Background: an optimization exercise with open tools, aiming at small area, a short achievable clock period and few clock cycles. Do not read the settings as production practice.
RTL that was checked went through simulation tests only; none was proved equivalent to the original.
For run 1, only the layout was checked, not whether the RTL still works.
No activity file was given, so power comes from the tool's default toggle rates.

===== flow/design.v =====
package app_pkg;
   localparam int CNT_W = 24;
   localparam logic [23:0] LFSR_POLY = 24'hE10000;
   localparam logic [31:0] CRC_POLY_REF = 32'hEDB88320;
   typedef enum logic [2:0] {
      P_LOOP,
      P_CODE,
      P_ARG0,
      P_ARG1,
      P_ARG2,
      P_ODATA,
      P_WAIT
   } pstate_e;
   typedef enum logic [2:0] {
      C_IN,
      C_OUT,
      C_ADDR,
      C_LFSRW,
      C_RREAD
   } pcmd_e;
   typedef enum logic [2:0] {
      J_IN,
      J_LOAD,
      J_RREAD,
      J_LREAD,
      J_WORD,
      J_ECHO
   } job_e;
   typedef enum logic [1:0] {
      G_IDLE,
      G_IN,
      G_WORD,
      G_RREAD
   } gstate_e;
endpackage
`timescale 1ns/1ps
module byte_pacer #(
   parameter int WAIT_W = 8
) (
   input  logic              clk_i,
   input  logic              rstn,
   input  logic              wait_set_i,
   input  logic [WAIT_W-1:0] wait_val_i,
   input  logic              paced_i,     
   output logic              wait_nz_o,
   output logic              free_o,      
   output logic              near_free_o  
);
   logic [WAIT_W-1:0] wait_q;
   logic [WAIT_W-1:0] gap_q;
   logic [WAIT_W-1:0] gap_d;
   logic              near_q;
   logic              wait_nz_q;
   assign wait_nz_o = wait_nz_q;
   always_comb begin
      if (paced_i)      gap_d = wait_q;
      else if (|gap_q)  gap_d = gap_q - 1'b1;
      else              gap_d = '0;
   end
   assign free_o      = ~|gap_d;
   assign near_free_o = near_q;
   always_ff @(posedge clk_i or negedge rstn) begin
      if (!rstn) begin
         wait_q    <= '0;
         wait_nz_q <= 1'b0;
         gap_q     <= '0;
         near_q    <= 1'b1;
      end else begin
         if (wait_set_i) begin
            wait_q    <= wait_val_i;
            wait_nz_q <= |wait_val_i;
         end
         gap_q  <= gap_d;
         near_q <= ~|gap_d[WAIT_W-1:1];
      end
   end
endmodule
`timescale 1ns/1ps
module crc32_engine (
   input  logic        clk_i,
   input  logic        rstn,
   input  logic        en_i,
   input  logic        init_i,    
   input  logic        upd_i,
   input  logic [7:0]  data_i,
   input  logic        load_i,
   input  logic [31:0] load_val_i,
   output logic [31:0] crc_o
);
   logic [31:0] crc_q;
   logic [31:0] base;
   function automatic logic [31:0] crc_byte(input logic [31:0] crc, input logic [7:0] data);
      logic [31:0] c;
      c = crc ^ {24'd0, data};
      for (int i = 0; i < 8; i++) begin
         if (c[0]) c = (c >> 1) ^ app_pkg::CRC_POLY_REF;
         else      c = c >> 1;
      end
      crc_byte = c;
   endfunction
   assign base  = init_i ? 32'hFFFF_FFFF : crc_q;
   assign crc_o = crc_q;
   always_ff @(posedge clk_i) begin
      if (en_i) begin
         if (load_i)     crc_q <= load_val_i;
         else if (upd_i) crc_q <= crc_byte(base, data_i);
         else            crc_q <= '1;
      end
   end
endmodule
`timescale 1ns/1ps
module lfsr24 (
   input  logic        clk_i,
   input  logic        rstn,
   input  logic        load_i,
   input  logic [23:0] load_val_i,
   input  logic        step_i,
   output logic [23:0] lfsr_o
);
   logic [23:0] lfsr_q;
   logic        fb;
   assign fb     = ~^(lfsr_q & app_pkg::LFSR_POLY);
   assign lfsr_o = lfsr_q;
   always_ff @(posedge clk_i or negedge rstn) begin
      if (!rstn) begin
         lfsr_q <= '0;
      end else if (load_i) begin
         lfsr_q <= load_val_i;
      end else if (step_i) begin
         lfsr_q <= {lfsr_q[22:0], fb};
      end
   end
endmodule
`timescale 1ns/1ps
module byte_ram #(
   parameter int TAP_P = 8
) (
   input  logic       clk_i,
   input  logic       rstn,
   input  logic       set_addr_i,
   input  logic [7:0] set_val_i,
   input  logic       zero_addr_i,
   input  logic       wr_en_i,
   input  logic [7:0] wr_data_i,
   input  logic       wr_cont_i,     
   output logic       wr_ok_o,       
   output logic       wr_idle_o,     
   input  logic       rd_start_i,
   input  logic       rd_take_i,     
   output logic       rd_ok_o,       
   output logic [7:0] rd_data_o
);
   localparam int NT = 256 / TAP_P;
   localparam int SW = $clog2(TAP_P);
   localparam int KW = 8 - SW;
   logic [2047:0]    ring;
   logic [7:0]       ph;
   logic [7:0]       apos;          
   logic [7:0]       dl_data [TAP_P];
   logic [TAP_P-1:0] dl_v;
   logic [SW-1:0]    w_s;
   logic [KW-1:0]    w_k;
   logic [7:0]       w_d;
   logic             w_en;
   logic [7:0]       wd;
   logic [7:0]       rd_off;        
   logic [7:0]       tap [NT];
   assign wr_idle_o = ~|dl_v;
   assign wr_ok_o   = wr_idle_o | wr_cont_i;
   assign wd   = apos - 8'd2;
   assign w_en = dl_v[w_s];
   assign w_d  = dl_data[w_s];
   always_ff @(posedge clk_i or negedge rstn) begin
      if (!rstn) begin
         ph   <= '0;
         apos <= '0;
         dl_v <= '0;
      end else begin
         ph <= ph + 1'b1;
         if (set_addr_i)       apos <= set_val_i - ph - 8'd1;
         else if (wr_en_i)     apos <= apos;
         else if (zero_addr_i) apos <= ~ph;
         else                  apos <= apos - 8'd1;
         for (int j = TAP_P - 1; j > 0; j--) begin
            dl_v[j] <= dl_v[j-1] & (w_s != SW'(j - 1));
         end
         dl_v[0] <= wr_en_i;
      end
   end
   always_ff @(posedge clk_i) begin
      if (wr_en_i && wr_idle_o) begin
         w_s <= wd[SW-1:0];
         w_k <= wd[7:SW];
      end
      if (rd_start_i)      rd_off <= apos - 8'd1;
      else if (!rd_take_i) rd_off <= rd_off - 8'd1;
      dl_data[0] <= wr_data_i;
      for (int j = 1; j < TAP_P; j++) begin
         dl_data[j] <= dl_data[j-1];
      end
   end
   logic [2047:0] ring_d;
   always_comb begin
      ring_d = {ring[7:0], ring[2047:8]};
      for (int k = 0; k < NT; k++) begin
         if (w_en && w_k == KW'(k)) ring_d[k*TAP_P*8 +: 8] = w_d;
      end
   end
   always_ff @(posedge clk_i) begin
      ring <= ring_d;
   end
   always_comb begin
      for (int k = 0; k < NT; k++) begin
         tap[k] = ring[k*TAP_P*8 +: 8];
      end
   end
   assign rd_ok_o   = (rd_off[SW-1:0] == '0);
   assign rd_data_o = tap[rd_off[7:SW]];
endmodule
`timescale 1ns/1ps
module app_ctrl (
   input  logic        clk_i,
   input  logic        rstn,
   input  logic [7:0]  out_data_i,
   input  logic        out_valid_i,
   output logic        out_ready_o,
   output logic [7:0]  in_data_o,
   output logic        in_valid_o,
   input  logic        in_ready_i,
   output logic        wait_set_o,
   output logic [7:0]  wait_val_o,
   output logic        paced_o,
   input  logic        wait_nz_i,
   input  logic        pace_free_i,
   input  logic        pace_near_free_i,
   output logic        pcrc_en_o,
   output logic        pcrc_init_o,
   output logic        pcrc_upd_o,
   output logic [7:0]  pcrc_data_o,
   input  logic [31:0] pcrc_i,
   output logic        gcrc_en_o,
   output logic        gcrc_init_o,
   output logic        gcrc_upd_o,
   output logic [7:0]  gcrc_data_o,
   output logic        gcrc_load_o,
   output logic [31:0] gcrc_load_val_o,
   input  logic [31:0] gcrc_i,
   output logic        lfsr_load_o,
   output logic [23:0] lfsr_load_val_o,
   output logic        lfsr_step_o,
   input  logic [23:0] lfsr_i,
   output logic        set_addr_o,
   output logic [7:0]  set_val_o,
   output logic        zero_addr_o,
   output logic        wr_en_o,
   output logic [7:0]  wr_data_o,
   output logic        wr_cont_o,
   input  logic        wr_ok_i,
   input  logic        wr_idle_i,
   output logic        rd_start_o,
   output logic        rd_take_o,
   input  logic        rd_ok_i,
   input  logic [7:0]  rd_data_i
);
   logic        rdy_q;
   logic        sk_v_q;
   logic [7:0]  sk_d_q;
   logic        ov_q, tv_q;           
   logic [7:0]  od_q, td_q;
   logic        op_q, tp_q;           
   logic        pL_q, pC_q, pA0_q, pA1_q, pA2_q, pD_q, pW_q;
   logic        cIN_q, cOUT_q, cADDR_q, cLW_q, cRR_q;
   logic [23:0] arg_q;
   logic        arg_last_q;           
   logic        lb_q;                 
   logic        sl_v_q;
   logic        sIN_q, sLD_q, sRR_q, sLR_q, sWD_q;
   logic        gI_q, gN_q, gW_q, gR_q;
   logic [23:0] gcnt_q;
   logic        glast_q;              
   logic        rv_q;                 
   logic [7:0]  rdat_q;
   logic        rdone_q;              
   logic [1:0]  gidx_q;
   logic        hs_out;
   logic        b_v;
   logic [7:0]  b;
   logic        b_zero;
   logic        b_six;
   assign hs_out = out_valid_i & rdy_q;
   assign b_v    = sk_v_q | hs_out;
   assign b      = sk_v_q ? sk_d_q : out_data_i;
   assign b_zero = (b == 8'h00);
   assign b_six  = (b == 8'h06);
   logic in_take;
   logic ofree;         
   logic g_ready;       
   logic byp_ok;        
   logic slot_busy;     
   logic rread_busy;
   logic echo_ok;
   logic gen_quiet;
   logic sl_arg;
   logic cjob;
   assign in_take    = ov_q & in_ready_i;
   assign ofree      = ~tv_q & ~(wait_nz_i & (ov_q | ~pace_near_free_i));
   assign g_ready    = gI_q & ofree;
   assign byp_ok     = g_ready & ~sl_v_q;
   assign slot_busy  = sl_v_q & ~g_ready;
   assign rread_busy = (sl_v_q & sRR_q) | gR_q;
   assign echo_ok    = byp_ok & ~rread_busy & wr_ok_i;
   assign gen_quiet  = gI_q & ~sl_v_q & ~ov_q & ~tv_q;
   assign sl_arg     = sl_v_q & (sIN_q | sLD_q | sRR_q);
   assign cjob       = cIN_q | cLW_q | cRR_q;
   logic tL, tC, tA0, tA1, tA2, tD, tW;
   logic take;
   logic sl_fill;
   logic c_in, c_out, c_addr, c_wait, c_lw, c_rr;    
   assign tL  = b_v & pL_q & (b_zero | echo_ok);
   assign tC  = b_v & pC_q & ~(b_six & slot_busy);
   assign tA0 = b_v & pA0_q & ~(sl_arg & ~g_ready);
   assign tA1 = b_v & pA1_q;
   assign tA2 = b_v & pA2_q & ~(cjob & slot_busy) & ~(cOUT_q & sl_v_q & sWD_q & ~g_ready);
   assign tD  = b_v & pD_q & ~(arg_last_q & slot_busy);
   assign tW  = b_v & pW_q & gen_quiet;
   assign take = tL | tC | tA0 | tA1 | tA2 | tD | tW;
   assign c_in   = (b == 8'h01);
   assign c_out  = (b == 8'h02);
   assign c_addr = (b == 8'h03);
   assign c_wait = (b == 8'h04);
   assign c_lw   = (b == 8'h05);
   assign c_rr   = (b == 8'h08);
   assign sl_fill = (tC & b_six & ~byp_ok) | (tA2 & cjob & ~byp_ok) | (tD & arg_last_q);
   logic        sl_take;
   logic        st_E, st_LR, st_WD, st_IN, st_LD, st_RR;    
   logic [23:0] gj_arg;
   assign sl_take = sl_v_q & g_ready;
   assign st_E    = b_v & pL_q & ~b_zero & echo_ok;
   assign st_LR   = (sl_take & sLR_q) | (b_v & pC_q & b_six & byp_ok);
   assign st_WD   = sl_take & sWD_q;
   assign st_IN   = (sl_take & sIN_q) | (b_v & pA2_q & cIN_q & byp_ok);
   assign st_LD   = (sl_take & sLD_q) | (b_v & pA2_q & cLW_q & byp_ok);
   assign st_RR   = (sl_take & sRR_q) | (b_v & pA2_q & cRR_q & byp_ok);
   assign gj_arg  = sl_v_q ? arg_q : {b, arg_q[15:0]};
   logic rd_go;
   logic rd_iss;
   logic run_in;
   logic run_wd;
   assign rd_iss = gR_q & ~rdone_q & rd_ok_i & wr_idle_i & (~rv_q | ofree);
   assign rd_go  = gR_q & rv_q & ofree;
   assign run_in = gN_q & ofree;
   assign run_wd = gW_q & ofree;
   logic        oload;
   logic [7:0]  onext;
   logic        opaced;
   assign oload  = st_E | st_LR | st_WD | st_IN | run_in | run_wd | rd_go;
   assign opaced = st_IN | run_in | rd_go;
   always_comb begin
      if (gN_q)                          onext = lfsr_i[7:0];
      else if (gW_q)                     onext = ~gcrc_i[gidx_q*8 +: 8];
      else if (gR_q)                     onext = rdat_q;
      else if (sl_v_q ? sWD_q : 1'b0)    onext = ~pcrc_i[7:0];
      else if (sl_v_q ? 1'b1 : ~pL_q)    onext = lfsr_i[7:0];
      else                               onext = b;
   end
   assign lfsr_step_o     = st_IN | run_in;
   assign lfsr_load_o     = st_LD;
   assign lfsr_load_val_o = gj_arg;
   logic g_ld_sel;
   assign g_ld_sel        = gI_q & (sl_v_q ? (sLR_q | sWD_q) : pC_q);
   assign gcrc_en_o       = st_LR | st_WD | st_IN | run_in;
   assign gcrc_init_o     = gI_q;
   assign gcrc_upd_o      = ~g_ld_sel;
   assign gcrc_data_o     = lfsr_i[7:0];
   assign gcrc_load_o     = g_ld_sel;
   assign gcrc_load_val_o = gI_q & ~(sl_v_q & sWD_q) ? ~{8'h00, lfsr_i} : pcrc_i;
   assign rd_start_o = st_RR;
   assign rd_take_o  = rd_iss;
   assign wr_en_o     = st_E;
   assign wr_data_o   = b;
   assign wr_cont_o   = lb_q;
   assign set_addr_o  = tA0 & cADDR_q;
   assign set_val_o   = b;
   assign zero_addr_o = st_RR;
   assign paced_o    = (in_take & op_q) | (hs_out & pD_q & ~sk_v_q);
   assign wait_set_o = tW;
   assign wait_val_o = b;
   logic p_init;
   assign p_init      = pA2_q & cOUT_q & ~(sl_v_q & sWD_q & ~g_ready);
   assign pcrc_en_o   = p_init | tD;
   assign pcrc_init_o = p_init;
   assign pcrc_upd_o  = pD_q;
   assign pcrc_data_o = b;
   assign out_ready_o = rdy_q;
   assign in_valid_o  = ov_q;
   assign in_data_o   = od_q;
   logic sk_v_d;
   logic omove;
   assign sk_v_d = b_v & ~take;
   assign omove  = ~ov_q | in_take;
   always_ff @(posedge clk_i or negedge rstn) begin
      if (!rstn) begin
         rdy_q  <= 1'b0;
         sk_v_q <= 1'b0;
         ov_q   <= 1'b0;
         tv_q   <= 1'b0;
      end else begin
         sk_v_q <= sk_v_d;
         rdy_q  <= ~sk_v_d & pace_free_i;
         if (omove)     ov_q <= tv_q | oload;
         if (tv_q)      tv_q <= ~omove;
         else           tv_q <= oload & ~omove;
      end
   end
   always_ff @(posedge clk_i) begin
      if (!sk_v_q) sk_d_q <= out_data_i;
      if (omove) begin
         od_q <= tv_q ? td_q : onext;
         op_q <= tv_q ? tp_q : opaced;
      end
      if (!tv_q || omove) begin
         td_q <= onext;
         tp_q <= opaced;
      end
   end
   always_ff @(posedge clk_i or negedge rstn) begin
      if (!rstn) begin
         pL_q <= 1'b1; pC_q <= 1'b0; pA0_q <= 1'b0; pA1_q <= 1'b0;
         pA2_q <= 1'b0; pD_q <= 1'b0; pW_q <= 1'b0;
         lb_q <= 1'b0;
      end else begin
         lb_q  <= st_E;
         pL_q  <= (pL_q & ~(tL & b_zero)) | tW | (tA2 & ~cOUT_q) | (tD & arg_last_q) |
                  (tC & ~(c_in | c_out | c_addr | c_wait | c_lw | c_rr));
         pC_q  <= (pC_q & ~tC) | (tL & b_zero);
         pA0_q <= (pA0_q & ~tA0) | (tC & (c_in | c_out | c_addr | c_lw | c_rr));
         pA1_q <= (pA1_q & ~tA1) | tA0;
         pA2_q <= (pA2_q & ~tA2) | tA1;
         pD_q  <= (pD_q & ~(tD & arg_last_q)) | (tA2 & cOUT_q);
         pW_q  <= (pW_q & ~tW) | (tC & c_wait);
      end
   end
   always_ff @(posedge clk_i) begin
      if (tC) begin
         cIN_q   <= c_in;
         cOUT_q  <= c_out;
         cADDR_q <= c_addr;
         cLW_q   <= c_lw;
         cRR_q   <= c_rr;
      end
      if (tA0) arg_q[7:0]  <= b;
      if (tA1) arg_q[15:8] <= b;
      if (tA2) begin
         arg_q[23:16] <= b;
         arg_last_q   <= ({b, arg_q[15:0]} == 24'd0);
      end
      if (tD) begin
         arg_q      <= arg_q - 1'b1;
         arg_last_q <= (arg_q == 24'd1);
      end
   end
   always_ff @(posedge clk_i or negedge rstn) begin
      if (!rstn) begin
         sl_v_q <= 1'b0;
         gI_q <= 1'b1; gN_q <= 1'b0; gW_q <= 1'b0; gR_q <= 1'b0;
         rv_q <= 1'b0;
      end else begin
         if (sl_fill)      sl_v_q <= 1'b1;
         else if (sl_take) sl_v_q <= 1'b0;
         gI_q <= (gI_q & ~(st_LR | st_WD | st_IN | st_RR)) |
                 (run_wd & (gidx_q == 2'd3)) | (rd_go & rdone_q);
         gN_q <= (gN_q & ~(run_in & glast_q)) | (st_IN & (gj_arg != 24'd0));
         gW_q <= (gW_q & ~(run_wd & (gidx_q == 2'd3))) | st_LR | st_WD |
                 (st_IN & (gj_arg == 24'd0)) | (run_in & glast_q);
         gR_q <= (gR_q & ~(rd_go & rdone_q)) | st_RR;
         rv_q <= rd_iss | (rv_q & ~rd_go);
      end
   end
   always_ff @(posedge clk_i) begin
      if (sl_fill) begin
         sIN_q <= pA2_q & cIN_q;
         sLD_q <= pA2_q & cLW_q;
         sRR_q <= pA2_q & cRR_q;
         sLR_q <= pC_q;
         sWD_q <= pD_q;
      end
      if (st_LR || st_WD) gidx_q <= 2'd1;
      if (st_IN)          gidx_q <= 2'd0;
      if (run_wd)         gidx_q <= gidx_q + 1'b1;
      if (st_IN || st_RR) begin
         gcnt_q  <= gj_arg;
         glast_q <= st_IN ? (gj_arg == 24'd1) : (gj_arg == 24'd0);
      end
      if (run_in || rd_iss) begin
         gcnt_q  <= gcnt_q - 1'b1;
         glast_q <= run_in ? (gcnt_q == 24'd2) : (gcnt_q == 24'd1);
      end
      if (st_RR)       rdone_q <= 1'b0;
      else if (rd_iss) rdone_q <= glast_q;
      if (rd_iss)      rdat_q  <= rd_data_i;
   end
endmodule
`timescale 1ns/1ps
module usb_app #(
   parameter int RAM_DEPTH = 256,
   parameter int WAIT_W    = 8
) (
   input  logic       clk_i,
   input  logic       rstn_i,
   input  logic [7:0] out_data_i,
   input  logic       out_valid_i,
   output logic       out_ready_o,
   output logic [7:0] in_data_o,
   output logic       in_valid_o,
   input  logic       in_ready_i
);
   logic        rst_meta;
   logic        rstn;
   logic        wait_set;
   logic [7:0]  wait_val;
   logic        paced;
   logic        wait_nz;
   logic        pace_free;
   logic        pace_near_free;
   logic        pcrc_en, pcrc_init, pcrc_upd, pcrc_load;
   logic [7:0]  pcrc_data;
   logic [31:0] pcrc;
   logic        gcrc_en, gcrc_init, gcrc_upd, gcrc_load;
   logic [7:0]  gcrc_data;
   logic [31:0] gcrc_load_val;
   logic [31:0] gcrc;
   logic        lfsr_load, lfsr_step;
   logic [23:0] lfsr_load_val;
   logic [23:0] lfsr;
   logic        set_addr, zero_addr;
   logic [7:0]  set_val;
   logic        wr_en, wr_cont, wr_ok, wr_idle;
   logic [7:0]  wr_data;
   logic        rd_start, rd_take, rd_ok;
   logic [7:0]  rd_data;
   always_ff @(posedge clk_i or negedge rstn_i) begin
      if (!rstn_i) begin
         rst_meta <= 1'b0;
         rstn     <= 1'b0;
      end else begin
         rst_meta <= 1'b1;
         rstn     <= rst_meta;
      end
   end
   app_ctrl u_ctrl (
      .clk_i, .rstn,
      .out_data_i, .out_valid_i, .out_ready_o,
      .in_data_o, .in_valid_o, .in_ready_i,
      .wait_set_o(wait_set), .wait_val_o(wait_val), .paced_o(paced),
      .wait_nz_i(wait_nz), .pace_free_i(pace_free), .pace_near_free_i(pace_near_free),
      .pcrc_en_o(pcrc_en), .pcrc_init_o(pcrc_init), .pcrc_upd_o(pcrc_upd), .pcrc_data_o(pcrc_data), .pcrc_i(pcrc),
      .gcrc_en_o(gcrc_en), .gcrc_init_o(gcrc_init), .gcrc_upd_o(gcrc_upd), .gcrc_data_o(gcrc_data),
      .gcrc_load_o(gcrc_load), .gcrc_load_val_o(gcrc_load_val), .gcrc_i(gcrc),
      .lfsr_load_o(lfsr_load), .lfsr_load_val_o(lfsr_load_val), .lfsr_step_o(lfsr_step), .lfsr_i(lfsr),
      .set_addr_o(set_addr), .set_val_o(set_val), .zero_addr_o(zero_addr),
      .wr_en_o(wr_en), .wr_data_o(wr_data), .wr_cont_o(wr_cont),
      .wr_ok_i(wr_ok), .wr_idle_i(wr_idle),
      .rd_start_o(rd_start), .rd_take_o(rd_take),
      .rd_ok_i(rd_ok), .rd_data_i(rd_data)
   );
   byte_pacer #(.WAIT_W(WAIT_W)) u_pacer (
      .clk_i, .rstn,
      .wait_set_i(wait_set), .wait_val_i(WAIT_W'(wait_val)), .paced_i(paced),
      .wait_nz_o(wait_nz), .free_o(pace_free), .near_free_o(pace_near_free)
   );
   crc32_engine u_pcrc (
      .clk_i, .rstn,
      .en_i(pcrc_en), .init_i(pcrc_init), .upd_i(pcrc_upd), .data_i(pcrc_data),
      .load_i(1'b0), .load_val_i(32'd0), .crc_o(pcrc)
   );
   crc32_engine u_gcrc (
      .clk_i, .rstn,
      .en_i(gcrc_en), .init_i(gcrc_init), .upd_i(gcrc_upd), .data_i(gcrc_data),
      .load_i(gcrc_load), .load_val_i(gcrc_load_val), .crc_o(gcrc)
   );
   lfsr24 u_lfsr (
      .clk_i, .rstn,
      .load_i(lfsr_load), .load_val_i(lfsr_load_val),
      .step_i(lfsr_step), .lfsr_o(lfsr)
   );
   byte_ram u_ram (
      .clk_i, .rstn,
      .set_addr_i(set_addr), .set_val_i(set_val), .zero_addr_i(zero_addr),
      .wr_en_i(wr_en), .wr_data_i(wr_data), .wr_cont_i(wr_cont),
      .wr_ok_o(wr_ok), .wr_idle_o(wr_idle),
      .rd_start_i(rd_start), .rd_take_i(rd_take),
      .rd_ok_o(rd_ok), .rd_data_o(rd_data)
   );
endmodule

===== flow/run.sh =====
#!/bin/bash
# synth_recipe.tcl (not shown) runs the flow's synth.tcl, then flattens the netlist and writes it again
# the make line also repeats each setting of config.mk as NAME=value (left out here)
make -C /OpenROAD-flow-scripts/flow DESIGN_CONFIG=/design/flow/config.mk WORK_HOME=/design/flow/orfs CLKGATE_MAP_FILE= SYNTH_SCRIPT=/design/flow/synth_recipe.tcl finish

===== flow/config.mk =====
export PLATFORM = sky130hd
export DESIGN_NAME = usb_app
export DESIGN_NICKNAME = usb_app
export VERILOG_FILES = /design/flow/design.v
export SDC_FILE = /design/flow/constraint.sdc
export NUM_CORES = 4
export LEC_CHECK = 0
export ABC_CLOCK_PERIOD_IN_PS = 2400
export CAP_MARGIN = 20
export CORE_MARGIN = 2
export CORE_UTILIZATION = 65
export CTS_CLUSTER_DIAMETER = 60
export CTS_CLUSTER_SIZE = 25
export SETUP_SLACK_MARGIN = 2.6
export SLEW_MARGIN = 20

===== flow/constraint.sdc =====
create_clock -name core_clock -period 5.0 [get_ports {clk_i}]
set_input_delay 1.0000 -clock core_clock [delete_from_list [all_inputs] [get_ports {clk_i}]]
set_output_delay 1.0000 -clock core_clock [all_outputs]
set_load 0.01 [all_outputs]

==> run summary, run 1 <==
die footprint=100300 sq um; Slew Limit Fails=0; end point of the critical path=u_pcrc.crc_q[23]$_SDFFCE_PN1P_; cell depth of the worst setup path=9; count of vias placed by the detailed router=34890; Power per Cell Area=542.2 nW/um^2; Worst Path Buf+Inv=2; proportion of synthesized chip area in sequential cells=77.85%; max_cap viols=0; synth-to-layout area growth=19.35%; Clk Latency, worst-skew pair=770 ps; remaining global-route overflow=0; net count after synthesis=4502; Yosys warning total=8; leading post-synthesis cells by instance count=sky130_fd_sc_hd__dfxtp_1, sky130_fd_sc_hd__nand2_1, sky130_fd_sc_hd__nor2_1, sky130_fd_sc_hd__mux2_2; Slowest-stage cell, CP=sky130_fd_sc_hd__or4_4; vias in the first global route=33100; final critical-path share of the clock period=53.62%; Core Box Area=96850 sq um; result of the run=timing/DRC/antenna clean; dpl cell area=65520 sq um; Top-Level Pins=22; DRT antenna net count=0; clock buffer depth=3; clock power share=27.3%; half-perimeter wire length of the detailed placement result=102700 um; Hold Crit Class=flip-flop to asynchronous set/reset pin; VDD IR-drop max=0.0003971 V; delay-heaviest family, CP=simple AND/OR/NAND/NOR gates; via density per instance=5.636; largest stage delay on the critical path=540 ps; number of distinct library cell variants in the gate-level netlist after synthesis=97; drt drc=0; horizontal extent of the die=316.7 um; Slew Limit Headroom=28.80%; Num CTS Buffers=130; Iteration-0 DRC Markers=3540; antenna violations before repair=11; FMAX=0.3730 GHz; unrepaired setup endpoints after global routing=yes; routability congestion estimate from global placement=0.9686; total clock sinks=2366; count of flip-flops with a built-in enable after synthesis=168; min cycle time layout=2681 ps; endpoints failing setup=0; global-route wire length before repair=220700 um; drt first pass iters=6; area occupied by registers=49510 sq um; async set-reset flop share out of synthesis=3.593%; multi-input logic area=16350 sq um; Filler Cell Count=5636; initial core utilization=65.62%; Final TNS setup=0 ps; Clock Skew=27.42 ps; WL per Instance=26.11 um; arrival time at the worst endpoint=3150 ps; core occupancy in the finished layout=78.31%; H-tree levels=4; die span in y=316.7 um; worst path required time=5470 ps; number of synthesized register bits=2366; Port Buffers=21; reg-to-reg critical path endpoint=u_pcrc.crc_q[23]$_SDFFCE_PN1P_; startpoint kind of the worst setup timing path=flip-flop; Critical Path Fanout Max=5; critical-path cell list=nand2b_4 -> a2111oi_4 -> buf_4 -> buf_6 -> or4_4 -> a211o_1 -> a211oi_4 -> nor3_1 -> nand3b_1; Design Area, Final=75850 sq um; number of instances in the synthesized netlist=4469; leakage power=29.81 nW; area share of the largest cell type after synthesis=66.56%; Synth area leader=sky130_fd_sc_hd__dfxtp_1; total count of hold-check failures in the final report=0; proportion of layout cells with a drive suffix above 1=25.33%; endpoint kind of the worst setup timing path=flip-flop; cell depth of the worst flop-to-flop path=9; Detailed Route WL=161600 um; Net count, final=4889; pin count of the biggest net entering global routing=65; R2R Path Start=u_ctrl.ov_q$_DFFE_PN0N_; most used standard cell by instance count after synthesis=sky130_fd_sc_hd__dfxtp_1; cell internal pwr=29.43 mW; Crit. Startpoint=u_ctrl.ov_q$_DFFE_PN0N_; transition at the pin with the smallest max-transition slack=1063 ps; combinational share of power=22.7%; top_reg_cell synth=sky130_fd_sc_hd__dfxtp_1; category of the most critical setup path=flip-flop to flip-flop; overall track demand over capacity in global routing=30.84%; syn avg cell area=14.22 sq um; Sequential Power Share=49.9%; net switching component of the power=11.69 mW; number of buffers added to fix hold violations after cts=0; internal reg-to-reg setup slack=2320 ps; Sw Ratio=28.42%; clock transition time at the flip-flop clock pins of the worst setup and hold paths=90 ps; TritonCTS clock tree=done; root buf cell=sky130_fd_sc_hd__clkbuf_16; top area cells in the synthesized netlist=sky130_fd_sc_hd__dfxtp_1, sky130_fd_sc_hd__edfxtp_1, sky130_fd_sc_hd__mux2_2, sky130_fd_sc_hd__dfrtp_1, sky130_fd_sc_hd__xnor2_1; Placement Rows=114; combined area of all synthesized cells=63550 sq um
through the flow:
| stage | total power [mW] | std cells | setup slack [ps] | hold slack [ps] |
|---|---|---|---|---|
| floorplan | 25.04 | 4469 | 1960 | 309.6 |
| global placement | 27.05 | 5664 | 1192 | 233.4 |
| detailed placement | 27.11 | 5665 | 1152 | 232.5 |
| CTS | 39.61 | 6033 | 2385 | 233.9 |
| global route | 42.44 | 6189 | 2264 | 264.7 |
| finish | 41.12 | 6190 | 2319 | 233.3 |
state kept, by name, summed over array words and instances, names as in the netlist, 24 cells and up:
| register | cells |
|---|---|
| u_ctrl.arg_q | 24 |
| u_ctrl.gcnt_q | 24 |
| u_gcrc.crc_q | 32 |
| u_lfsr.lfsr_q | 24 |
| u_pcrc.crc_q | 32 |
| u_ram.dl_data | 64 |
| u_ram.ring | 2048 |
logic make-up after synthesis:
group                    after synthesis  share of synthesized area (%)
flip-flops                          2366                          77.85
AO/OA/AOI/OAI                        562                          5.680
adder cells (fa/ha/maj)               21                         0.4253
other                                  1                       0.005901
AND/OR/NAND/NOR                      778                          5.782
multiplexers                         287                          5.209
XOR/XNOR                             234                          3.654
buffers and inverters                220                          1.390
power groups by stage:
stage               clock [mW]  combinational, mW  sequential, mW
finish                    11.2               9.35            20.5
global route              12.1               9.81            20.6
CTS                       11.4               7.75            20.5
detailed placement           0               6.19            20.9
global placement             0               6.14            20.9
floorplan                    0               4.51            20.5
worst min path at each step:
| stage | endpoint | from | slack, ps |
|---|---|---|---|
| final | u_pacer.gap_q[0]$_DFF_PN0_ | rstn$_DFF_PN0_ | 230 |
| after global routing | u_pacer.gap_q[0]$_DFF_PN0_ | rstn$_DFF_PN0_ | 260 |
| after CTS | u_pacer.gap_q[0]$_DFF_PN0_ | rstn$_DFF_PN0_ | 230 |
| after detailed placement | u_pacer.gap_q[2]$_DFF_PN0_ | rstn$_DFF_PN0_ | 230 |
| after global placement | u_pacer.gap_q[0]$_DFF_PN0_ | rstn$_DFF_PN0_ | 230 |
| after floorplan | u_ram.ring[1000]$_DFF_P_ | u_ram.ring[1008]$_DFF_P_ | 310 |
worst reg2reg max path, delay by kind of cell, from the launching register on:
kind / cells / cell delay, ps
and+or+nand+nor: 4 / 960
buffers and inverters: 2 / 280
DFF: 1 / 400
AOI/OAI and AO/OA: 3 / 780
metal layers:
| metal | GRT usage [%] | part of all wire (%) |
|---|---|---|
| met1 | 40.47 | 41 |
| met2 | 50.06 | 46 |
| met3 | 5.029 | 6.9 |
| met4 | 15.37 | 6.1 |
| met5 | 0 | 0.020 |
cell type report:
type                    count  share of cell area, %
multi-input cells        1900                  21.56
well taps                1276                  2.105
inverters                  58                 0.3398
diodes                      2               0.006599
clock buffers             145                  4.500
repair buffers            400                  5.467
flip-flops and latches   2366                  65.27
clock inverters            43                 0.7457
placed cells by master (no fill, tap or decap), types with 20 or more instances in the layout:
cell                        instances
sky130_fd_sc_hd__nor2_4            30
sky130_fd_sc_hd__a21oi_2           30
sky130_fd_sc_hd__nand2_1          225
sky130_fd_sc_hd__edfxtp_1         168
sky130_fd_sc_hd__buf_6             97
sky130_fd_sc_hd__nor2_1           184
sky130_fd_sc_hd__mux2_2           167
sky130_fd_sc_hd__xor2_1            42
sky130_fd_sc_hd__mux2_4            38
sky130_fd_sc_hd__clkbuf_16        140
sky130_fd_sc_hd__dfxtp_1         2111
sky130_fd_sc_hd__a22oi_1           40
sky130_fd_sc_hd__buf_12            39
sky130_fd_sc_hd__xnor2_1          139
sky130_fd_sc_hd__nor2_2            29
sky130_fd_sc_hd__mux2i_1           48
sky130_fd_sc_hd__a21oi_1          114
sky130_fd_sc_hd__inv_1             45
sky130_fd_sc_hd__dfrtp_1           68
sky130_fd_sc_hd__a211oi_2          25
sky130_fd_sc_hd__nor3_1            35
sky130_fd_sc_hd__buf_4            220
sky130_fd_sc_hd__xnor2_2           21
sky130_fd_sc_hd__nand4_1           20
sky130_fd_sc_hd__o21ai_1           21
sky130_fd_sc_hd__nand3_1           23
sky130_fd_sc_hd__o21ai_0          126
repair_timing:
item / in CTS / in global routing
gates resized for setup: 411 / 385
cloned: 11 / 19
buffers inserted: 169 / 136
pin swaps: 78 / 135
endpoints found under the setup margin: 606 / 468
==> inputs of run 2 (changes only) <==
--- a/flow/design.v
+++ b/flow/design.v
@@ -156,6 +156,8 @@
    logic [2047:0]    ring;
    logic [7:0]       ph;
    logic [7:0]       apos;          
+   logic             aset_q;        
+   logic [7:0]       aval_q;
    logic [7:0]       dl_data [TAP_P];
    logic [TAP_P-1:0] dl_v;
    logic [SW-1:0]    w_s;
@@ -172,12 +174,14 @@
    assign w_d  = dl_data[w_s];
    always_ff @(posedge clk_i or negedge rstn) begin
       if (!rstn) begin
-         ph   <= '0;
-         apos <= '0;
-         dl_v <= '0;
+         ph     <= '0;
+         apos   <= '0;
+         aset_q <= 1'b0;
+         dl_v   <= '0;
       end else begin
-         ph <= ph + 1'b1;
-         if (set_addr_i)       apos <= set_val_i - ph - 8'd1;
+         ph     <= ph + 1'b1;
+         aset_q <= set_addr_i;
+         if (aset_q)           apos <= aval_q - ph - 8'd1;
          else if (wr_en_i)     apos <= apos;
          else if (zero_addr_i) apos <= ~ph;
          else                  apos <= apos - 8'd1;
@@ -188,7 +192,8 @@
       end
    end
    always_ff @(posedge clk_i) begin
-      if (wr_en_i && wr_idle_o) begin
+      if (set_addr_i) aval_q <= set_val_i;
+      if (wr_idle_o) begin
          w_s <= wd[SW-1:0];
          w_k <= wd[7:SW];
       end
@@ -265,7 +270,9 @@
    logic        rdy_q;
    logic        sk_v_q;
    logic [7:0]  sk_d_q;
+   logic        sk_six_q;
    logic        ov_q, tv_q;           
+   logic        ovo_q, rdyo_q;        
    logic [7:0]  od_q, td_q;
    logic        op_q, tp_q;           
    logic        pL_q, pC_q, pA0_q, pA1_q, pA2_q, pD_q, pW_q;
@@ -287,11 +294,19 @@
    logic [7:0]  b;
    logic        b_zero;
    logic        b_six;
+   logic [6:0]  sk_dec_q;
+   logic [6:0]  in_dec;
+   logic [6:0]  b_dec;
+   function automatic logic [6:0] decode(input logic [7:0] x);
+      decode = {x == 8'h08, x == 8'h05, x == 8'h04, x == 8'h03, x == 8'h02, x == 8'h01, x == 8'h00};
+   endfunction
    assign hs_out = out_valid_i & rdy_q;
    assign b_v    = sk_v_q | hs_out;
    assign b      = sk_v_q ? sk_d_q : out_data_i;
-   assign b_zero = (b == 8'h00);
-   assign b_six  = (b == 8'h06);
+   assign in_dec = decode(out_data_i);
+   assign b_dec  = sk_v_q ? sk_dec_q : in_dec;
+   assign b_zero = b_dec[0];
+   assign b_six  = sk_v_q ? sk_six_q : (out_data_i == 8'h06);
    logic in_take;
    logic ofree;         
    logic g_ready;       
@@ -324,12 +339,12 @@
    assign tD  = b_v & pD_q & ~(arg_last_q & slot_busy);
    assign tW  = b_v & pW_q & gen_quiet;
    assign take = tL | tC | tA0 | tA1 | tA2 | tD | tW;
-   assign c_in   = (b == 8'h01);
-   assign c_out  = (b == 8'h02);
-   assign c_addr = (b == 8'h03);
-   assign c_wait = (b == 8'h04);
-   assign c_lw   = (b == 8'h05);
-   assign c_rr   = (b == 8'h08);
+   assign c_in   = b_dec[1];
+   assign c_out  = b_dec[2];
+   assign c_addr = b_dec[3];
+   assign c_wait = b_dec[4];
+   assign c_lw   = b_dec[5];
+   assign c_rr   = b_dec[6];
    assign sl_fill = (tC & b_six & ~byp_ok) | (tA2 & cjob & ~byp_ok) | (tD & arg_last_q);
    logic        sl_take;
    logic        st_E, st_LR, st_WD, st_IN, st_LD, st_RR;    
@@ -368,7 +383,7 @@
    assign lfsr_load_val_o = gj_arg;
    logic g_ld_sel;
    assign g_ld_sel        = gI_q & (sl_v_q ? (sLR_q | sWD_q) : pC_q);
-   assign gcrc_en_o       = st_LR | st_WD | st_IN | run_in;
+   assign gcrc_en_o       = gI_q | run_in;
    assign gcrc_init_o     = gI_q;
    assign gcrc_upd_o      = ~g_ld_sel;
    assign gcrc_data_o     = lfsr_i[7:0];
@@ -391,8 +406,8 @@
    assign pcrc_init_o = p_init;
    assign pcrc_upd_o  = pD_q;
    assign pcrc_data_o = b;
-   assign out_ready_o = rdy_q;
-   assign in_valid_o  = ov_q;
+   assign out_ready_o = rdyo_q;
+   assign in_valid_o  = ovo_q;
    assign in_data_o   = od_q;
    logic sk_v_d;
    logic omove;
@@ -413,7 +428,20 @@
       end
    end
    always_ff @(posedge clk_i) begin
-      if (!sk_v_q) sk_d_q <= out_data_i;
+      if (!rstn) begin
+         ovo_q  <= 1'b0;
+         rdyo_q <= 1'b0;
+      end else begin
+         rdyo_q <= ~sk_v_d & pace_free_i;
+         if (omove) ovo_q <= tv_q | oload;
+      end
+   end
+   always_ff @(posedge clk_i) begin
+      if (!sk_v_q) begin
+         sk_d_q   <= out_data_i;
+         sk_dec_q <= in_dec;
+         sk_six_q <= (out_data_i == 8'h06);
+      end
       if (omove) begin
          od_q <= tv_q ? td_q : onext;
          op_q <= tv_q ? tp_q : opaced;
--- a/flow/config.mk
+++ b/flow/config.mk
@@ -8,8 +8,8 @@
 export ABC_CLOCK_PERIOD_IN_PS = 2400
 export CAP_MARGIN = 20
 export CORE_MARGIN = 2
-export CORE_UTILIZATION = 65
-export CTS_CLUSTER_DIAMETER = 60
-export CTS_CLUSTER_SIZE = 25
+export CORE_UTILIZATION = 50
+export CTS_CLUSTER_DIAMETER = 70
+export CTS_CLUSTER_SIZE = 32
 export SETUP_SLACK_MARGIN = 2.6
 export SLEW_MARGIN = 20
==> run 2 against run 1 <==
  * Clock skew is 16 ps higher
  * Combinational power up 44%
  * Setup slack improved by 84 ps
  * Sequential share of layout area increased by 1.1 points
  * Sequential power increased by 6%
  * Hold slack improved by 69 ps
  * Area after synthesis increased by 0.79%
  * Via count down 1.9%
  * Final cell count increased by 7.4%
  * Global-route usage shrank 7.4 points
  * Flip-flop and latch count up 19
  * Register-to-register slack better by 80 ps
==> run summary, run 2 <==
internal reg-to-reg setup slack=2400 ps (+80 ps); arrival time at the worst endpoint=3100 ps (-50 ps); Synth area leader=sky130_fd_sc_hd__dfxtp_1; area share of the largest cell type after synthesis=66.35% (-0.21 points); FMAX=0.3851 GHz (+3.2%); Worst Hold Endpoint=u_ram.ring[415]$_DFF_P_; max reg flops=2048 (unchanged); routability congestion estimate from global placement=0.9890 (+2.1%); largest stage delay on the critical path=480 ps (-60 ps); most used standard cell by instance count after synthesis=sky130_fd_sc_hd__dfxtp_1; number of buffers added to fix hold violations after cts=0 (unchanged); root buf cell=sky130_fd_sc_hd__clkbuf_16; clock buffer depth=3 (unchanged); count of vias placed by the detailed router=34210 (-1.9%); final critical-path share of the clock period=51.93% (-1.7 points); unrepaired setup endpoints after global routing=yes; Hold Crit Class=flip-flop to flip-flop; Final TNS setup=0 ps (unchanged); leakage power=29.52 nW (-0.99%); Clk Latency, worst-skew pair=780 ps (about the same); overall power consumption=46.45 mW (+13%); worst path required time=5500 ps (+30 ps); Cell Count, Final, Fillers Out=6646 (+7.4%); remaining global-route overflow=0 (unchanged); endpoint kind of the worst setup timing path=flip-flop; via density per instance=5.148 (-8.7%); clock transition time at the flip-flop clock pins of the worst setup and hold paths=110 ps (+20 ps); overall track demand over capacity in global routing=23.48% (-7.4 points); die footprint=131000 sq um (+31%); total count of hold-check failures in the final report=0 (unchanged); top_reg_cell synth=sky130_fd_sc_hd__dfxtp_1; drt drc=0 (unchanged); Core Box Area=127400 sq um (+31%); cell depth of the worst flop-to-flop path=9 (unchanged); syn avg cell area=13.97 sq um (-1.8%); DRT antenna net count=0 (unchanged); largest family of logic cells by synthesized area=simple AND/OR/NAND/NOR gates; proportion of layout cells with a drive suffix above 1=21.13% (-4.2 points); transition at the pin with the smallest max-transition slack=862.7 ps (-200.5 ps); top area cells in the synthesized netlist=sky130_fd_sc_hd__dfxtp_1, sky130_fd_sc_hd__edfxtp_1, sky130_fd_sc_hd__dfrtp_1, sky130_fd_sc_hd__mux2_2, sky130_fd_sc_hd__xnor2_1; Largest regs=u_ram.ring: 2048 flops, u_ram.dl_data: 64 flops; combinational share of power=29.1% (+6.4 points); critical-path cell list=buf_4 -> buf_12 -> nand2b_4 -> nand2b_4 -> nor2_1 -> a22o_4 -> a221oi_4 -> nand4_1 -> o32a_1; Synth Area in XOR/XNOR=3.807% (+0.15 points); combined area of all synthesized cells=64050 sq um (+0.79%); Port Buffers=21 (unchanged); Top-Level Pins=22 (unchanged); vias in the first global route=32170 (-2.8%); number of instances in the placed design=6163 (+8.8%); Slew Limit Headroom=41.88% (+13 points); VDD IR-drop max=0.0004688 V (+18%); core occupancy in the finished layout=59.07% (-19 points); Net count, final=4941 (+1.1%); pin count of the biggest net entering global routing=62 (-4.6%); net switching component of the power=14.96 mW (+28%); count of flip-flops with a built-in enable after synthesis=176 (+4.8%); min cycle time layout=2596 ps (-84.37 ps); Clock Skew=43.29 ps (+15.88 ps); Iteration-0 DRC Markers=3162 (-11%); Sequential Power Share=47.0% (-2.9 points); commonest cells after routing, fill and taps aside=sky130_fd_sc_hd__dfxtp_1, sky130_fd_sc_hd__nand2_1, sky130_fd_sc_hd__buf_4; Filler Cell Count=9919 (+76%); worst hold path cell count=0; global-route wire length before repair=222800 um (+0.98%); synth-to-layout area growth=17.46%; H-tree levels=3 (-1); WL per Instance=23.76 um (-9.0%); post-synthesis share of cell area spent on full adders, half adders and majority gates=0.4219% (-0.0033 points); Yosys warning total=8 (unchanged); endpoints failing setup=0 (unchanged); R2R Path Start=u_ram.rd_off[3]$_DFFE_PP_; leading post-synthesis cells by instance count=sky130_fd_sc_hd__dfxtp_1, sky130_fd_sc_hd__nand2_1, sky130_fd_sc_hd__nor2_1, sky130_fd_sc_hd__o21ai_0, sky130_fd_sc_hd__edfxtp_1; Slew Limit Fails=0 (unchanged); number of instances in the synthesized netlist=4586 (+2.6%); Slowest-stage cell, CP=sky130_fd_sc_hd__o32a_1; async set-reset flop share out of synthesis=3.606% (+0.013 points); Power per Cell Area=617.3 nW/um^2 (+14%); total clock sinks=2385 (+0.80%); startpoint kind of the worst setup timing path=flip-flop; post-synthesis mux area share=4.403% (-0.81 points); Placement Rows=131 (+15%); most frequent standard cell in the layout excluding fill and tap cells=sky130_fd_sc_hd__dfxtp_1; proportion of synthesized chip area in sequential cells=77.97% (+0.12 points); die span in y=361.9 um (+14%); clock power share=23.9% (-3.4 points); hold path startpoint=u_ram.ring[423]$_DFF_P_; TritonCTS clock tree=done; net count after synthesis=4619 (+2.6%); initial core utilization=50.29% (-15 points); half-perimeter wire length of the detailed placement result=106400 um (+3.7%); category of the most critical setup path=flip-flop to flip-flop; result of the run=timing/DRC/antenna clean; area fraction in compound gates after synthesis=5.989% (+0.31 points); Worst Path Buf+Inv=2 (unchanged); number of distinct library cell variants in the gate-level netlist after synthesis=84 (-13%); reg-to-reg critical path endpoint=u_ctrl.rdat_q[2]$_DFFE_PP_; CP dominant cell by count=sky130_fd_sc_hd__nand2b_4; Critical Path Fanout Max=22 (+17); Sw Ratio=32.22% (+3.8 points); horizontal extent of the die=361.9 um (+14%); Detailed Route WL=157900 um (-2.3%); hold slack final=302.8 ps (+69.49 ps); antenna violations before repair=18 (+7); Num CTS Buffers=108 (-17%); register with the highest flop count=u_ram.ring; number of synthesized register bits=2385 (+0.80%); cell internal pwr=31.48 mW (+7.0%); delay-heaviest family, CP=compound AO/OA/AOI/OAI gates; drt first pass iters=6 (unchanged); max_cap viols=0 (unchanged); simple-gate share of the synthesized area=5.999% (+0.22 points)
run 2: power groups by stage:
stage,Combinational (mW),Clock (mW),Sequential [mW]
CTS,11.8,11.3,21.8
global route,14.2,12.1,21.9
floorplan,6.88,0,21.6
detailed placement,9.74,0,22.4
global placement,9.69,0,22.3
finish,13.5,11.1,21.8
run 2: repair_timing:
item                                   CTS  global route
buffers inserted                       145           135
cloned                                   7            10
setup endpoints to repair              610           389
resized for setup                      358           192
endpoints found under the hold margin    0             0
pin swaps                               59            83
run 2: layout make-up:
class | count | area (sq um) | area share, %
well taps | 1662 | 2079 | 2.764
diodes | 5 | 12.51 | 0.01663
clock buffers | 116 | 2784 | 3.700
repair inverters | 3 | 25.02 | 0.03326
multi-input cells | 1976 | 15370 | 20.43
repair buffers | 369 | 3636 | 4.833
inverters | 65 | 284.0 | 0.3775
flip-flops and latches | 2385 | 49960 | 66.41
clock inverters | 65 | 1084 | 1.440
run 2: logic make-up (layout without fill, tap and decap cells):
logic type      after synthesis  count (layout)
xor+xnor                    244             244
buf+inv                     229             618
fa+ha+maj                    21              21
flops                      2385            2385
compound gates              616             616
simple gates                848             852
mux                         242             242
other cells                   1               6
run 2: how the worst max path moves through the flow:
stage	startpoint	slack (ps)	endpoint	cells past startpoint
after global routing	u_ram.rd_off[4]$_DFFE_PP_	2400	u_ctrl.rdat_q[5]$_DFFE_PP_	8
after global placement	out_valid_i	1320	u_ctrl.op_q$_DFFE_PN_	8
after floorplan	out_data_i[6]	2210	u_ctrl.rdyo_q$_SDFF_PN0_	6
after CTS	u_ram.rd_off[4]$_DFFE_PP_	2440	u_ctrl.rdat_q[2]$_DFFE_PP_	9
after detailed placement	out_valid_i	1270	u_ctrl.op_q$_DFFE_PN_	8
final	u_ram.rd_off[3]$_DFFE_PP_	2400	u_ctrl.rdat_q[2]$_DFFE_PP_	9
run 2: per-layer routing:
metal  up-vias  share of wire [%]  global-route usage (%)
li1      16050                  -                       -
met1     16770                 45                   32.88
met2      1059                 45                   36.52
met3       333                5.6                   3.528
met4         2                4.9                   9.886
met5         -             0.0082                       0
run 2: metrics by stage:
stage,setup WS [ps],instance area (sq um)
6_report,2404,75230
5_1_grt,2400,75220
4_1_cts,2439,73120
3_5_place_dp,1274,66520
3_3_place_gp,1325,66510
2_1_floorplan,2206,64440
Testbench counts of run 2, summed over its fixed seeds: cycles 7,021.
==> inputs of run 3 (changes only) <==
--- a/flow/config.mk
+++ b/flow/config.mk
@@ -9,7 +9,7 @@
 export CAP_MARGIN = 20
 export CORE_MARGIN = 2
 export CORE_UTILIZATION = 50
-export CTS_CLUSTER_DIAMETER = 70
-export CTS_CLUSTER_SIZE = 32
-export SETUP_SLACK_MARGIN = 2.6
+export CTS_CLUSTER_DIAMETER = 60
+export CTS_CLUSTER_SIZE = 25
+export SETUP_SLACK_MARGIN = 2.45
 export SLEW_MARGIN = 20
==> run 3 against run 2 <==
  * Clock power up 8%
  * Global-route usage decreased by 0.61 points
  * Critical path type unchanged
  * Hold slack worse by 1.3 ps
  * Still clean on timing, DRC and antenna
==> run summary, run 3 <==
number of instances in the synthesized netlist=4586 (unchanged); final setup slack of the worst path=2300 ps (-103.8 ps); R2R Path Start=u_ram.rd_off[3]$_DFFE_PP_; count of vias placed by the detailed router=33500 (-2.1%); Port Buffers=21 (unchanged); Crit. Startpoint=u_ram.rd_off[3]$_DFFE_PP_; Placement Rows=131 (unchanged); Slew Limit Headroom=41.41% (-0.47 points); endpoints failing setup=0 (unchanged); category of the most critical setup path=flip-flop to flip-flop; number of synthesized register bits=2385 (unchanged); combined area of all synthesized cells=64050 sq um (unchanged); number of buffers added to fix hold violations after cts=0 (unchanged); min cycle time layout=2700 ps (+103.8 ps); total clock sinks=2385 (unchanged); Clk Latency, worst-skew pair=790 ps (about the same); register with the highest flop count=u_ram.ring; vias in the first global route=32080 (-0.29%); total count of hold-check failures in the final report=0 (unchanged); Num CTS Buffers=137 (+27%); initial core utilization=50.29% (unchanged); proportion of synthesized chip area in sequential cells=77.97% (unchanged); met3 routed wirelength=8461 um (-3.8%); count of flip-flops with a built-in enable after synthesis=176 (unchanged); die span in y=361.9 um (unchanged); Critical Path Fanout Max=13 (-41%); Hold Crit Class=flip-flop to flip-flop; Filler Cell Count=10150 (+2.3%); reg-to-reg critical path endpoint=u_ctrl.rdat_q[3]$_DFFE_PP_; Slew Limit Fails=0 (unchanged); Power per Cell Area=616.4 nW/um^2 (-0.15%); routability congestion estimate from global placement=0.9841 (-0.50%); TritonCTS clock tree=done; startpoint kind of the worst setup timing path=flip-flop; DRT antenna net count=0 (unchanged); drt drc=0 (unchanged); unrepaired setup endpoints after global routing=yes; overall track demand over capacity in global routing=22.88% (-0.61 points); Clock Skew=33.30 ps (-9.995 ps); leakage power=28.66 nW (-2.9%); max reg flops=2048 (unchanged); met2 wire length=68890 um (-2.1%); WL per Instance=23.27 um (-2.1%); Worst Path Buf+Inv=2 (unchanged); delay-heaviest family, CP=compound AO/OA/AOI/OAI gates; top layer used by detailed routing=met5; Sequential Power Share=48.3% (+1.3 points); FMAX=0.3703 GHz (-3.8%); top area cells in the synthesized netlist=sky130_fd_sc_hd__dfxtp_1, sky130_fd_sc_hd__edfxtp_1, sky130_fd_sc_hd__dfrtp_1, sky130_fd_sc_hd__mux2_2, sky130_fd_sc_hd__xnor2_1; transition at the pin with the smallest max-transition slack=869.7 ps (+6.975 ps); Yosys warning total=8 (unchanged); die footprint=131000 sq um (unchanged); clock buffer depth=3 (unchanged); Sw Ratio=31.04% (-1.2 points); net switching component of the power=14.03 mW (-6.2%); Slowest-stage cell, CP=sky130_fd_sc_hd__mux2i_2; proportion of layout cells with a drive suffix above 1=17.15% (-4.0 points); pin count of the biggest net entering global routing=63 (+1.6%); worst path required time=5480 ps (-20 ps); Synth area leader=sky130_fd_sc_hd__dfxtp_1; Largest regs=u_ram.ring: 2048 flops, u_ram.dl_data: 64 flops; Detailed Route WL=151500 um (-4.1%); max_cap viols=0 (unchanged); core occupancy in the finished layout=57.59% (-1.5 points); antenna violations before repair=18 (unchanged); global-route wire length before repair=217300 um (-2.5%); commonest cells after routing, fill and taps aside=sky130_fd_sc_hd__dfxtp_1, sky130_fd_sc_hd__nand2_1, sky130_fd_sc_hd__nor2_1; number of distinct library cell variants in the gate-level netlist after synthesis=84 (unchanged); async set-reset flop share out of synthesis=3.606% (unchanged); area occupied by registers=49960 sq um (about the same); Top-Level Pins=22 (unchanged); area share of the largest cell type after synthesis=66.35% (unchanged); cell depth of the worst setup path=8 (-1); via density per instance=5.146 (about the same); H-tree levels=4 (+1); multi-input logic area=14590 sq um (-5.1%); cell depth of the worst flop-to-flop path=8 (-1); endpoint kind of the worst setup timing path=flip-flop; arrival time at the worst endpoint=3180 ps (+80 ps); drt first pass iters=6 (unchanged); leading post-synthesis cells by instance count=sky130_fd_sc_hd__dfxtp_1, sky130_fd_sc_hd__nand2_1, sky130_fd_sc_hd__nor2_1, sky130_fd_sc_hd__o21ai_0, sky130_fd_sc_hd__edfxtp_1; most used standard cell by instance count after synthesis=sky130_fd_sc_hd__dfxtp_1; remaining global-route overflow=0 (unchanged); combinational share of power=25.1% (-4.0 points); horizontal extent of the die=361.9 um (unchanged); most frequent standard cell in the layout excluding fill and tap cells=sky130_fd_sc_hd__dfxtp_1; Iteration-0 DRC Markers=3084 (-2.5%); syn avg cell area=13.97 sq um (unchanged); Final TNS setup=0 ps (unchanged); end point of the critical path=u_ctrl.rdat_q[3]$_DFFE_PP_; result of the run=timing/DRC/antenna clean; Net count, final=4806 (-2.7%); worst slack after detailed placement=1140 ps (-134.2 ps); VDD IR-drop max=0.0007191 V (+53%); half-perimeter wire length of the detailed placement result=103600 um (-2.7%); overall power consumption=45.21 mW (-2.7%); clock transition time at the flip-flop clock pins of the worst setup and hold paths=90 ps (-20 ps); internal reg-to-reg setup slack=2300 ps (-100 ps); largest stage delay on the critical path=490 ps (about the same); synth-to-layout area growth=14.50%; Core Box Area=127400 sq um (unchanged); routed length on met1=67300 um (-5.1%); clock power share=26.6% (+2.7 points); cell internal pwr=31.17 mW (-0.98%); top_reg_cell synth=sky130_fd_sc_hd__dfxtp_1; critical-path cell list=buf_4 -> buf_4 -> mux2i_2 -> nor3_1 -> a31oi_1 -> nand4_1 -> a221oi_1 -> a31oi_1; net count after synthesis=4619 (unchanged); root buf cell=sky130_fd_sc_hd__clkbuf_16; final critical-path share of the clock period=54.00% (+2.1 points)
-- run 3: cell counts after synthesis --
No cell type changed its count.
-- run 3: cell type report --
cell class | instances | share of cell area [%]
flip-flops and latches | 2385 | 68.12
diodes | 7 | 0.02388
clock buffers | 157 | 5.106
clock inverters | 50 | 0.9025
multi-input cells | 1974 | 19.89
repair buffers | 209 | 2.754
inverters | 65 | 0.3651
well taps | 1662 | 2.835
repair inverters | 1 | 0.006824
-- run 3: how the worst min path moves through the flow --
stage                                  start                  endpoint  slack [ps]  cells after the start
floorplan           u_ram.ring[1008]$_DFF_P_  u_ram.ring[1000]$_DFF_P_         310                      0
global placement    u_ram.ring[1439]$_DFF_P_  u_ram.ring[1431]$_DFF_P_         310                      0
detailed placement  u_ram.ring[1105]$_DFF_P_  u_ram.ring[1097]$_DFF_P_         310                      0
finish              u_ram.ring[1256]$_DFF_P_  u_ram.ring[1248]$_DFF_P_         300                      0
global route        u_ram.ring[1982]$_DFF_P_  u_ram.ring[1974]$_DFF_P_         310                      0
CTS                 u_ram.ring[1256]$_DFF_P_  u_ram.ring[1248]$_DFF_P_         300                      0
-- run 3: cell families (layout without fill, tap and decap cells) --
group	after synthesis	count (layout)	share of synthesized area (%)
AO/OA/AOI/OAI	616	616	5.989
flip-flops	2385	2385	77.97
AND/OR/NAND/NOR	848	850	5.999
buffers and inverters	229	482	1.403
XOR/XNOR	244	244	3.807
other	1	8	0.005855
adder cells (fa/ha/maj)	21	21	0.4219
multiplexers	242	242	4.403
-- run 3: timing repair --
item                                   CTS  global route
resized for setup                      199           123
setup buffers                           67            62
setup endpoints to repair              531           306
gates cloned                             2             3
pin swaps                               24            31
endpoints found under the hold margin    0             0
-- run 3: power groups by stage --
stage          clock (mW)  combinational (mW)  sequential, mW
6_report             12.0                11.4            21.8
5_1_grt              13.0                12.0            21.9
3_5_place_dp            0                9.65            22.3
4_1_cts              12.3                10.7            21.8
3_3_place_gp            0                9.61            22.2
2_1_floorplan           0                6.80            21.6
-- run 3: metal layers --
layer	global-route usage, %	up-vias
li1	-	15770
met1	30.90	16410
met2	35.96	1006
met3	4.351	316
met4	10.12	4
met5	0	-
-- run 3: worst register-to-register path, cell delays in order (launching register included) --
cell and delay, ps:
sky130_fd_sc_hd__edfxtp_1 330, sky130_fd_sc_hd__buf_4 200, sky130_fd_sc_hd__buf_4 300, sky130_fd_sc_hd__mux2i_2 500, sky130_fd_sc_hd__nor3_1 170, sky130_fd_sc_hd__a31oi_1 210, sky130_fd_sc_hd__nand4_1 110, sky130_fd_sc_hd__a221oi_1 330
sky130_fd_sc_hd__a31oi_1 230
-- run 3: through the flow --
stage / hold slack, ps / cell area [sq um] / cells
floorplan: 309.6 / 64300 / 4586
global placement: 309.5 / 66390 / 6162
detailed placement: 312.1 / 66390 / 6162
CTS: 297.0 / 72180 / 6438
global route: 307.5 / 73320 / 6503
finish: 301.5 / 73340 / 6510
==> inputs of run 4 (changes only) <==
--- a/flow/config.mk
+++ b/flow/config.mk
@@ -11,5 +11,5 @@
 export CORE_UTILIZATION = 50
 export CTS_CLUSTER_DIAMETER = 60
 export CTS_CLUSTER_SIZE = 25
-export SETUP_SLACK_MARGIN = 2.45
+export SETUP_SLACK_MARGIN = 2.6
 export SLEW_MARGIN = 20
==> run 4 against run 3 <==
  * Still clean
  * Sequential power hardly changed
  * Register-to-register slack improved by 160 ps
  * Die area unchanged
  * Global-route usage increased by 1.0 points
  * Fmax is 6.4% higher
  * Clock power is essentially flat
  * Power rose by 6.2%
  * Final area rose by 3.6%
  * Critical path depth stayed put
==> run summary, run 4 <==
leading post-synthesis cells by instance count=sky130_fd_sc_hd__dfxtp_1, sky130_fd_sc_hd__nand2_1, sky130_fd_sc_hd__nor2_1, sky130_fd_sc_hd__o21ai_0, sky130_fd_sc_hd__edfxtp_1; hold slack final=299.0 ps (-2.459 ps); Core Box Area=127400 sq um (unchanged); Clk Latency, worst-skew pair=800 ps (about the same); Yosys warning total=8 (unchanged); clock buffer depth=3 (unchanged); max_cap viols=0 (unchanged); antenna violations before repair=14 (-4); min cycle time layout=2539 ps (-161.3 ps); final setup slack of the worst path=2461 ps (+161.3 ps); Synth area leader=sky130_fd_sc_hd__dfxtp_1; synth-to-layout area growth=18.67%; DRT antenna net count=0 (unchanged); pin count of the biggest net entering global routing=62 (-1.6%); Hold Crit Class=flip-flop to flip-flop; FMAX=0.3939 GHz (+6.4%); unrepaired setup endpoints after global routing=yes; combined area of all synthesized cells=64050 sq um (unchanged); net count after synthesis=4619 (unchanged); category of the most critical setup path=flip-flop to flip-flop; root buf cell=sky130_fd_sc_hd__clkbuf_16; cell depth of the worst flop-to-flop path=8 (unchanged); Largest regs=u_ram.ring: 2048 flops, u_ram.dl_data: 64 flops; worst slack after detailed placement=1274 ps (+134.2 ps); arrival time at the worst endpoint=3070 ps (-110 ps); most frequent standard cell in the layout excluding fill and tap cells=sky130_fd_sc_hd__dfxtp_1; Worst Hold Endpoint=u_ram.ring[1264]$_DFF_P_; overall track demand over capacity in global routing=23.89% (+1.0 points); remaining global-route overflow=0 (unchanged); half-perimeter wire length of the detailed placement result=106400 um (+2.7%); die span in y=361.9 um (unchanged); worst path required time=5530 ps (+50 ps); commonest cells after routing, fill and taps aside=sky130_fd_sc_hd__dfxtp_1, sky130_fd_sc_hd__nand2_1, sky130_fd_sc_hd__buf_4; register with the highest flop count=u_ram.ring; Net count, final=4970 (+3.4%); async set-reset flop share out of synthesis=3.606% (unchanged); count of flip-flops with a built-in enable after synthesis=176 (unchanged); proportion of layout cells with a drive suffix above 1=21.82% (+4.7 points); H-tree levels=4 (unchanged); WL per Instance=23.94 um (+2.9%); syn avg cell area=13.97 sq um (unchanged); horizontal extent of the die=361.9 um (unchanged); top_reg_cell synth=sky130_fd_sc_hd__dfxtp_1; endpoints failing setup=0 (unchanged); Slew Limit Fails=0 (unchanged); via density per instance=5.191 (+0.88%); Slew Limit Headroom=44.32% (+2.9 points); total count of hold-check failures in the final report=0 (unchanged); drt drc=0 (unchanged); number of instances in the synthesized netlist=4586 (unchanged); endpoint kind of the worst setup timing path=flip-flop; Num CTS Buffers=138 (+0.73%); VDD IR-drop max=0.0004880 V (-32%); total clock sinks=2385 (unchanged); Filler Cell Count=9774 (-3.7%); final critical-path share of the clock period=50.78% (-3.2 points); top area cells in the synthesized netlist=sky130_fd_sc_hd__dfxtp_1, sky130_fd_sc_hd__edfxtp_1, sky130_fd_sc_hd__dfrtp_1, sky130_fd_sc_hd__mux2_2, sky130_fd_sc_hd__xnor2_1; drt first pass iters=6 (unchanged); core occupancy in the finished layout=59.68% (+2.1 points); Clock Skew=35.50 ps (+2.202 ps); TritonCTS clock tree=done; number of distinct library cell variants in the gate-level netlist after synthesis=84 (unchanged); Power per Cell Area=631.6 nW/um^2 (+2.5%); reg-to-reg critical path endpoint=u_ctrl.rdat_q[7]$_DFFE_PP_; routability congestion estimate from global placement=0.9890 (+0.50%); number of synthesized register bits=2385 (unchanged); number of buffers added to fix hold violations after cts=0 (unchanged); area share of the largest cell type after synthesis=66.35% (unchanged); R2R Path Start=u_ram.rd_off[6]$_DFFE_PP_; clock transition time at the flip-flop clock pins of the worst setup and hold paths=90 ps (about the same); Final TNS setup=0 ps (unchanged); count of vias placed by the detailed router=34650 (+3.4%); Port Buffers=21 (unchanged); transition at the pin with the smallest max-transition slack=835.3 ps (-34.39 ps); worst hold path cell count=0 (unchanged); proportion of synthesized chip area in sequential cells=77.97% (unchanged); max reg flops=2048 (unchanged); global-route wire length before repair=226100 um (+4.1%); startpoint kind of the worst setup timing path=flip-flop; hold path startpoint=u_ram.ring[1272]$_DFF_P_; vias in the first global route=32750 (+2.1%); Top-Level Pins=22 (unchanged); Critical Path Fanout Max=8 (-5); leakage power=29.92 nW (+4.4%); Detailed Route WL=159800 um (+5.5%); Placement Rows=131 (unchanged); internal reg-to-reg setup slack=2460 ps (+160 ps); Iteration-0 DRC Markers=2985 (-3.2%); initial core utilization=50.29% (unchanged); most used standard cell by instance count after synthesis=sky130_fd_sc_hd__dfxtp_1; result of the run=timing/DRC/antenna clean; die footprint=131000 sq um (unchanged)
[run 4: cell counts after synthesis]
Identical to the previous run, type by type.
[run 4: cell families after synthesis]
group | synth area share, %
AOI/OAI and AO/OA | 5.989
xor gates and xnor gates | 3.807
adders and majority gates | 0.4219
buffers and inverters | 1.403
DFF | 77.97
muxes | 4.403
other | 0.005855
and+or+nand+nor | 5.999
[run 4: worst max-delay path by stage]
stage | start | end | slack [ps]
2_1_floorplan | out_data_i[6] | u_ctrl.rdyo_q$_SDFF_PN0_ | 2210
3_3_place_gp | out_valid_i | u_ctrl.op_q$_DFFE_PN_ | 1320
3_5_place_dp | out_valid_i | u_ctrl.op_q$_DFFE_PN_ | 1270
4_1_cts | u_ram.rd_off[3]$_DFFE_PP_ | u_ctrl.rdat_q[2]$_DFFE_PP_ | 2410
5_1_grt | u_ctrl.od_q[2]$_DFFE_PN_ | in_data_o[2] | 2450
6_report | u_ram.rd_off[6]$_DFFE_PP_ | u_ctrl.rdat_q[7]$_DFFE_PP_ | 2460
[run 4: power by group]
group / total (mW) / internal, mW / switching [mW]
clock: 12.2 / 5.79 / 6.41
combinational: 14.0 / 6.35 / 7.66
sequential: 21.8 / 20.7 / 1.09
[run 4: final cells by class]
type / count / area, sq um / share of cell area [%]
Antenna cell: 2 / 5.005 / 0.006584
Clock inverter: 61 / 890.9 / 1.172
Inverter: 65 / 281.5 / 0.3704
Timing Repair Buffer: 369 / 3787 / 4.983
Timing Repair inverter: 1 / 5.005 / 0.006584
Sequential cell: 2385 / 49960 / 65.73
Multi-Input combinational cell: 1977 / 15360 / 20.21
Tap cell: 1662 / 2079 / 2.736
Clock buffer: 152 / 3640 / 4.788
[run 4: critical path: stages (launching register included)]
cell and delay (ps):
sky130_fd_sc_hd__edfxtp_1 380, sky130_fd_sc_hd__buf_6 160, sky130_fd_sc_hd__buf_12 160, sky130_fd_sc_hd__buf_16 160, sky130_fd_sc_hd__or3b_4 310, sky130_fd_sc_hd__nor2_4 110, sky130_fd_sc_hd__a221oi_4 380, sky130_fd_sc_hd__nand4_1 220
sky130_fd_sc_hd__o32a_1 390
[run 4: through the flow]
| stage | instance area (sq um) | instances | total power, mW |
|---|---|---|---|
| floorplan | 64440 | 4586 | 28.44 |
| global placement | 66510 | 6162 | 32.03 |
| detailed placement | 66520 | 6163 | 32.09 |
| CTS | 74180 | 6567 | 46.60 |
| global route | 76010 | 6672 | 49.79 |
| finish | 76010 | 6674 | 48.01 |
[run 4: metal layers]
metal | GRT usage, % | wire length (um)
met1 | 33.03 | 71150
met3 | 4.060 | 9765
met4 | 10.90 | 7870
met2 | 36.90 | 70990
met5 | 0 | 0
[run 4: what timing repair did]
| item | in CTS | in global routing |
|---|---|---|
| gates resized for setup | 373 | 175 |
| gates cloned | 10 | 8 |
| pin swaps | 75 | 80 |
| endpoints found under the setup margin | 609 | 285 |
| setup buffers | 181 | 97 |

==> static timing again, ports no longer ideal <==
The flow's constraints put no driver on any port. The routed layouts listed below were extracted and timed again, unchanged, in two steps. Step 1 assumes that a clkbuf_16 drives the clock port and a buf_2 every other input. Step 2 also shifts input and output timing later by t, the mid clock arrival at the registers, as if the neighbouring blocks saw the same clock. Slacks: ideal ports / drivers / drivers and shift; pairs: ideal ports / drivers.
run	shift t [ns]	setup WS [ns]	worst setup path after step 2	slew at the worst register clock pin (ns)
run 1	0.821	2.319 / 2.319 / 1.622	input to register	0.10 / 0.10
run 2	0.825	2.404 / 2.404 / 1.755	input to register	0.12 / 0.12
run 3	0.852	2.300 / 2.300 / 1.689	input to register	0.09 / 0.09
run 4	0.855	2.461 / 2.426 / 1.814	input to register	0.09 / 0.09
After both steps every run listed still meets setup and hold. For run 1, which loses most, drivers alone change the setup slack by 0.000 ns; drivers and shift together by -0.697 ns.
